From an optimization exercise on the open Yosys and OpenROAD flow, aimed at small area and few clock cycles; shortcuts taken in it are not production practice.
Where RTL was checked, it was by simulation tests only, not by an equivalence proof against the original.
The flow treats the clock pin as an ideal source, which a real chip does not have.
Power figures rest on the tool's default switching activity, not on a simulated workload.

## cedar
==> module image_capture_top, before the edit <==
module image_capture_top (
  input  logic         clk,
  input  logic         mem_reset,
  input  logic         trigger,
  input  logic [15:0]  height,       
  input  logic [28:0]  start_addr,   
  input  logic [25:0]  s_beat,       
  input  logic         s_valid,
  output logic         s_ready,
  output logic         frame_done,
  output logic         skipped,
  output logic         mem_wr_req,
  output logic [156:0] mem_wr_cmd,   
  input  logic         mem_wr_ack,
  output logic         frame_written
);
  localparam logic [1:0] ST_IDLE  = 2'd0;
  localparam logic [1:0] ST_FLUSH = 2'd1;   
  localparam logic [1:0] ST_WAIT  = 2'd2;   
  localparam logic [1:0] ST_STORE = 2'd3;   
  logic [1:0]  state;
  logic [15:0] lines_left;  
  logic [1:0]  slot;        
  logic [95:0] pix;         
  logic [28:3] wr_addr;     
  logic [2:0]  addr_lo;     
  logic sof, eol;
  logic idle;               
  logic fwd;                
  logic word_free;          
  logic fire;               
  logic ack;                
  logic line_last;
  logic [15:0] lborrow;     
  logic [25:0] acarry;      
  assign sof = s_beat[1];
  assign eol = s_beat[0];
  assign ack       = mem_wr_req && mem_wr_ack;
  assign word_free = !mem_wr_req || mem_wr_ack;
  assign idle      = !state[1];
  assign fwd       = (state == ST_STORE) || ((state == ST_WAIT) && sof);
  assign s_ready   = fwd ? word_free : 1'b1;
  assign fire      = s_valid && fwd && word_free;
  assign line_last = (lines_left == 16'd1);
  always_comb begin
    lborrow[0] = 1'b1;
    acarry[0]  = 1'b1;
    for (int i = 1; i < 16; i++) lborrow[i] = lborrow[i-1] && !lines_left[i-1];
    for (int i = 1; i < 26; i++) acarry[i]  = acarry[i-1] && wr_addr[i+2];
  end
  always_ff @(posedge clk or posedge mem_reset) begin
    if (mem_reset) begin
      state         <= ST_IDLE;
      mem_wr_req    <= 1'b0;
      skipped       <= 1'b0;
    end else begin
      skipped       <= 1'b0;
      if (ack) begin
        mem_wr_req <= 1'b0;
      end
      if (fire && (slot == 2'd3)) mem_wr_req <= 1'b1;
      if (idle) begin
        if (frame_written) state <= ST_IDLE;
        if (trigger) state <= ST_WAIT;
        if (s_valid && sof) skipped <= 1'b1;
      end else if (fire) begin
        state <= ST_STORE;
        if (eol && line_last) begin
          state <= ST_FLUSH;   
        end
      end
    end
  end
  assign frame_written = (state == ST_FLUSH) && !mem_wr_req;
  assign frame_done    = frame_written;
  always_ff @(posedge clk) begin
    if (idle) begin
      slot <= 2'd0;
    end else begin
      slot <= slot + {1'b0, fire};
    end
    for (int i = 0; i < 16; i++) begin
      if (idle) begin
        lines_left[i] <= height[i];   
      end else begin
        lines_left[i] <= lines_left[i] ^ (fire && eol && lborrow[i]);
      end
    end
    if (fire) begin
      pix <= {pix[71:0], s_beat[25:2]};
    end
    addr_lo <= start_addr[2:0];   
    for (int i = 0; i < 26; i++) begin
      if (trigger) begin
        wr_addr[i+3] <= start_addr[i+3];
      end else begin
        wr_addr[i+3] <= wr_addr[i+3] ^ (ack && acarry[i]);
      end
    end
  end
  assign mem_wr_cmd = {wr_addr, addr_lo,
                       pix[95:72], 8'hff, pix[71:48], 8'hff,
                       pix[47:24], 8'hff, pix[23:0],  8'hff};
endmodule
clock: 4.5 ns
lec_check: 0
cap_margin: 20
core_margin: 2
core_utilization: 50
slew_margin: 20
standard.sh (not shown) runs the stock make flow with config.mk's settings and CLKGATE_MAP_FILE= SYNTH_SCRIPT=/design/flow/synth_recipe.tcl, a recipe that flattens the netlist after the stock synthesis.
==> flow/flow/run.sh <==
#!/bin/bash
# Standard ORFS layout, with: the logic re-mapped for area after floorplan (restructure), and one
# tie cell for the constant outputs; the smallest buffer on each port; a clock tree of small
# buffers (upsized after CTS where their slew is high); logic cells downsized after CTS where
# slack allows. Each tool's output is in flow_standard.log and the ORFS logs under orfs/logs.
set -euo pipefail
export BUFFER_PORTS_ARGS="-buffer_cell sky130_fd_sc_hd__buf_1"
export CTS_ARGS="-repair_clock_nets -buf_list sky130_fd_sc_hd__clkbuf_4 -dont_use_dummy_load"
export SKIP_REPAIR_TIE_FANOUT=1
export RESTRUCTURE_DIR="$(pwd)/restructure"
export RESTRUCTURE_LIB="$RESTRUCTURE_DIR/restructure.lib"
mkdir -p "$RESTRUCTURE_DIR"
python3 flow/filter_lib.py "$FLOW_HOME/platforms/sky130hd/lib/sky130_fd_sc_hd__tt_025C_1v80.lib" \
  "$RESTRUCTURE_LIB" > filter_lib.log 2>&1
export POST_FLOORPLAN_TCL="$(pwd)/flow/post_floorplan.tcl"
export POST_CTS_TCL="$(pwd)/flow/post_cts.tcl"
bash standard.sh > flow_standard.log 2>&1
rm -f "$RESTRUCTURE_LIB"
Other scripts of this flow, unchanged in this note and not shown: flow/flow/filter_lib.py, flow/flow/merge_ties.tcl, flow/flow/post_cts.tcl, flow/flow/post_floorplan.tcl
diff inputs: cedar => birch
--- a/flow/design.v
+++ b/flow/design.v
@@ -49,20 +49,24 @@
     for (int i = 1; i < 16; i++) lborrow[i] = lborrow[i-1] && !lines_left[i-1];
     for (int i = 1; i < 26; i++) acarry[i]  = acarry[i-1] && wr_addr[i+2];
   end
   always_ff @(posedge clk or posedge mem_reset) begin
     if (mem_reset) begin
       state         <= ST_IDLE;
+      slot          <= 2'd0;
       mem_wr_req    <= 1'b0;
       skipped       <= 1'b0;
     end else begin
       skipped       <= 1'b0;
       if (ack) begin
         mem_wr_req <= 1'b0;
       end
-      if (fire && (slot == 2'd3)) mem_wr_req <= 1'b1;
+      if (fire) begin
+        slot <= slot + 1'b1;
+        if (slot == 2'd3) mem_wr_req <= 1'b1;
+      end
       if (idle) begin
         if (frame_written) state <= ST_IDLE;
         if (trigger) state <= ST_WAIT;
         if (s_valid && sof) skipped <= 1'b1;
       end else if (fire) begin
         state <= ST_STORE;
@@ -72,17 +76,12 @@
       end
     end
   end
   assign frame_written = (state == ST_FLUSH) && !mem_wr_req;
   assign frame_done    = frame_written;
   always_ff @(posedge clk) begin
-    if (idle) begin
-      slot <= 2'd0;
-    end else begin
-      slot <= slot + {1'b0, fire};
-    end
     for (int i = 0; i < 16; i++) begin
       if (idle) begin
         lines_left[i] <= height[i];   
       end else begin
         lines_left[i] <= lines_left[i] ^ (fire && eol && lborrow[i]);
       end
==> run summary <==
cedar → birch: total power of the final layout down 79 µW; pin count of the biggest net entering global routing shrank by 36; critical path depth increased by 6 relative to the old numbers; fraction of standard cell area in multi-input logic has decreased; overall via count from detail_route fell 46. In the reports for birch and cedar, the smaller portion of total power attributed to sequential cells belongs to cedar. In the flow results for birch and cedar, the number of nets in the synthesized netlist is smaller on cedar.
Testbench counts of birch, summed over its fixed seeds: cycles 15,331.
Function not checked in cedar: the RTL went through the layout flow alone.

---

Setup of JK:
Another version of the RTL of image_capture_top (not shown whole).
For scale: roughly 240 I/O pins, roughly 0.0055 mm² of cells after synthesis.
==> module image_capture_top, before the edit <==
module image_capture_top (
  input  logic         clk,
  input  logic         mem_reset,
  input  logic         trigger,
  input  logic [15:0]  height,       
  input  logic [28:0]  start_addr,   
  input  logic [25:0]  s_beat,       
  input  logic         s_valid,
  output logic         s_ready,
  output logic         frame_done,
  output logic         skipped,
  output logic         mem_wr_req,
  output logic [156:0] mem_wr_cmd,   
  input  logic         mem_wr_ack,
  output logic         frame_written
);
  localparam logic [1:0] ST_IDLE  = 2'd0;   
  localparam logic [1:0] ST_WAIT  = 2'd1;   
  localparam logic [1:0] ST_STORE = 2'd2;   
  logic [1:0]  state;
  logic [15:0] lines_left;  
  logic [1:0]  slot;        
  logic [95:0] pix;         
  logic [28:3] wr_addr;     
  logic [2:0]  addr_lo;     
  logic sof, eol;
  logic fwd;                
  logic word_free;          
  logic fire;               
  logic ack;                
  logic line_last;
  logic [15:0] lborrow;     
  logic [25:0] acarry;      
  assign sof = s_beat[1];
  assign eol = s_beat[0];
  assign ack       = mem_wr_req && mem_wr_ack;
  assign word_free = !mem_wr_req || mem_wr_ack;
  assign fwd       = (state == ST_STORE) || ((state == ST_WAIT) && sof);
  assign s_ready   = fwd ? word_free : 1'b1;
  assign fire      = s_valid && fwd && word_free;
  assign line_last = (lines_left == 16'd1);
  always_comb begin
    lborrow[0] = 1'b1;
    acarry[0]  = 1'b1;
    for (int i = 1; i < 16; i++) lborrow[i] = lborrow[i-1] && !lines_left[i-1];
    for (int i = 1; i < 26; i++) acarry[i]  = acarry[i-1] && wr_addr[i+2];
  end
  always_ff @(posedge clk or posedge mem_reset) begin
    if (mem_reset) begin
      state         <= ST_IDLE;
      slot          <= 2'd0;
      mem_wr_req    <= 1'b0;
      frame_written <= 1'b0;
      skipped       <= 1'b0;
    end else begin
      skipped       <= 1'b0;
      frame_written <= ack && (state == ST_IDLE);
      if (ack) begin
        mem_wr_req <= 1'b0;
      end
      if (fire) begin
        slot <= slot + 1'b1;
        if (slot == 2'd3) mem_wr_req <= 1'b1;
      end
      case (state)
        ST_IDLE: begin
          if (trigger) state <= ST_WAIT;
          if (s_valid && sof) skipped <= 1'b1;
        end
        default: begin
          if (fire) begin
            state <= ST_STORE;
            if (eol && line_last) begin
              state <= ST_IDLE;
            end
          end
        end
      endcase
    end
  end
  assign frame_done = frame_written;
  always_ff @(posedge clk) begin
    for (int i = 0; i < 16; i++) begin
      if (state == ST_IDLE) begin
        lines_left[i] <= height[i];   
      end else begin
        lines_left[i] <= lines_left[i] ^ (fire && eol && lborrow[i]);
      end
    end
    if (fire) begin
      pix <= {pix[71:0], s_beat[25:2]};
    end
    addr_lo <= start_addr[2:0];   
    for (int i = 0; i < 26; i++) begin
      if (trigger) begin
        wr_addr[i+3] <= start_addr[i+3];
      end else begin
        wr_addr[i+3] <= wr_addr[i+3] ^ (ack && acarry[i]);
      end
    end
  end
  assign mem_wr_cmd = {wr_addr, addr_lo,
                       pix[95:72], 8'hff, pix[71:48], 8'hff,
                       pix[47:24], 8'hff, pix[23:0],  8'hff};
endmodule
clock: 4.5 ns
lec_check: 0
abc_area: 1
cap_margin: 20
core_margin: 2
core_utilization: 50
slew_margin: 20
==> flow/flow/run.sh <==
#!/bin/bash
# Standard ORFS layout, with the smallest buffer on each port, a clock tree of small buffers
# (upsized after CTS where their slew is high), logic cells downsized after CTS where slack
# allows, and one tie cell for the constant outputs.
set -euo pipefail
export BUFFER_PORTS_ARGS="-buffer_cell sky130_fd_sc_hd__buf_1"
export CTS_ARGS="-repair_clock_nets -buf_list sky130_fd_sc_hd__clkbuf_4 -dont_use_dummy_load"
export SKIP_REPAIR_TIE_FANOUT=1
export POST_CTS_TCL="$(pwd)/flow/post_cts.tcl"
bash standard.sh > flow_standard.log 2>&1
==> flow/flow/post_cts.tcl <==
estimate_parasitics -placement
set upsized 0
foreach inst [get_cells *] {
  set ref [get_property $inst ref_name]
  if {$ref != "sky130_fd_sc_hd__clkbuf_4"} { continue }
  set name [get_property $inst full_name]
  set net [get_nets -of_objects [get_pins $name/X]]
  set mx 0
  foreach p [get_pins -of_objects $net -filter "direction==input"] {
    set s [get_property $p slew_max]
    if {$s > $mx} { set mx $s }
  }
  if {$mx > 0.200} {
    replace_cell $inst sky130_fd_sc_hd__clkbuf_16
    incr upsized
  } elseif {$mx > 0.105} {
    replace_cell $inst sky130_fd_sc_hd__clkbuf_8
    incr upsized
  }
}
puts "post_cts: upsized $upsized clock buffers"
estimate_parasitics -placement

set ::slack_margin 0.6e-9
set ::slew_floor [expr {min(0.2, [sta::max_slew_check_slack_limit])}]
set ::cap_floor [expr {min(0.2, [sta::max_capacitance_check_slack_limit])}]
set lib_cells {}
foreach lc [get_lib_cells sky130_fd_sc_hd__*] { lappend lib_cells [get_name $lc] }
proc margins_ok {} {
  return [expr {[sta::worst_slack_cmd max] >= $::slack_margin
                && [sta::max_slew_check_slack_limit] >= $::slew_floor
                && [sta::max_capacitance_check_slack_limit] >= $::cap_floor}]
}
set downsized 0
foreach inst [get_cells *] {
  set name [get_property $inst full_name]
  set ref [get_property $inst ref_name]
  if {![regexp {^(sky130_fd_sc_hd__[a-z0-9]+)_(\d+)$} $ref -> base drive]} { continue }
  set kind [string range $base 17 end]
  if {[regexp {^(df|edf|sdf|dl|conb|tap|fill|decap|clkbuf|clkinv)} $kind]} { continue }
  foreach d {0 1 2 4} {
    if {$d >= $drive} { break }
    if {[lsearch -exact $lib_cells ${base}_$d] < 0} { continue }
    replace_cell $inst ${base}_$d
    if {[margins_ok]} {
      incr downsized
      break
    }
    replace_cell $inst $ref
  }
}
puts "post_cts: downsized $downsized logic cells"
detailed_placement
check_placement -verbose
estimate_parasitics -placement
report_worst_slack
Testbench counts of JK, summed over its fixed seeds: cycles 15,331.
Inputs modified between JK and MS:
-- flow/design.v --
<<< JK, line 85
      if (state == ST_IDLE) begin
        lines_left[i] <= height[i];   
      end else begin
        lines_left[i] <= lines_left[i] ^ (fire && eol && lborrow[i]);
      end
    end
>>> MS, line 85
      if (state == ST_IDLE) begin
        lines_left[i] <= height[i];   
      end else if (fire && eol && lborrow[i]) begin
        lines_left[i] <= !lines_left[i];
      end
    end
<<< JK, line 96
      if (trigger) begin
        wr_addr[i+3] <= start_addr[i+3];
      end else begin
        wr_addr[i+3] <= wr_addr[i+3] ^ (ack && acarry[i]);
      end
    end
>>> MS, line 96
      if (trigger) begin
        wr_addr[i+3] <= start_addr[i+3];
      end else if (ack && acarry[i]) begin
        wr_addr[i+3] <= !wr_addr[i+3];
      end
    end
Results
Taking JK over MS, the area taken by flip-flops and latches ratio works out to 0.904. MS completed; timing, DRC and antenna clean. MS against JK; post-synthesis average cell area is up by a few percent. Area: MS vs JK -> MS larger. MS vs JK, critical path class: reg2reg vs in2reg. Post-route minimum period, MS and JK: lower on MS. Changes observed in MS relative to JK: combinational share of power moved down, proportion of layout cells with a drive suffix above 1 increased by 0.51 points relative to the old numbers, data arrival at the endpoint of the critical path now sits lower, clock insertion delay at the later pin of the skew report comparable. Run comparison: MS library cell contributing the largest single delay on the critical path sky130_fd_sc_hd__edfxtp_1; JK library cell contributing the largest single delay on the critical path sky130_fd_sc_hd__nor2_1.
Testbench counts of MS, summed over its fixed seeds: cycles 15,331.

==> re-timing with driven ports <==
The results above use ideal ports. As a check the final layouts listed here were re-extracted and re-timed, cells and wires unchanged. Step 1: set_driving_cell puts a clkbuf_16 on clk and a buf_2 on each other input, an assumption about the parent block. Step 2, shift: input delay + t, output delay - t, t = (earliest + latest rising clock arrival at the registers) / 2. This alone moves slack from input paths to output paths. Slacks: ideal ports / drivers / drivers and shift; pairs: ideal ports / drivers.
| run | t, ns | setup slack, ns | worst hold slack (ns) | worst setup path after step 2 | latest minus earliest clock arrival (ns) |
|---|---|---|---|---|---|
| cedar | 0.431 | 0.754 / 0.754 / 0.513 | 0.323 / 0.310 / 0.430 | input to register | 0.033 / 0.033 |
| birch | 0.418 | 0.461 / 0.471 / 0.052 | 0.340 / 0.329 / 0.421 | input to register | 0.033 / 0.033 |
| JK | 0.382 | 0.534 / 0.549 / 0.167 | 0.419 / 0.419 / 0.419 | input to register | 0.036 / 0.035 |
| MS | 0.386 | 1.565 / 1.565 / 1.565 | 0.420 / 0.420 / 0.420 | register to register | 0.041 / 0.041 |
After both steps setup and hold are still met in every run listed. The setup slack of birch, which loses most, moves by +0.010 ns with the drivers and by -0.409 ns with both steps.
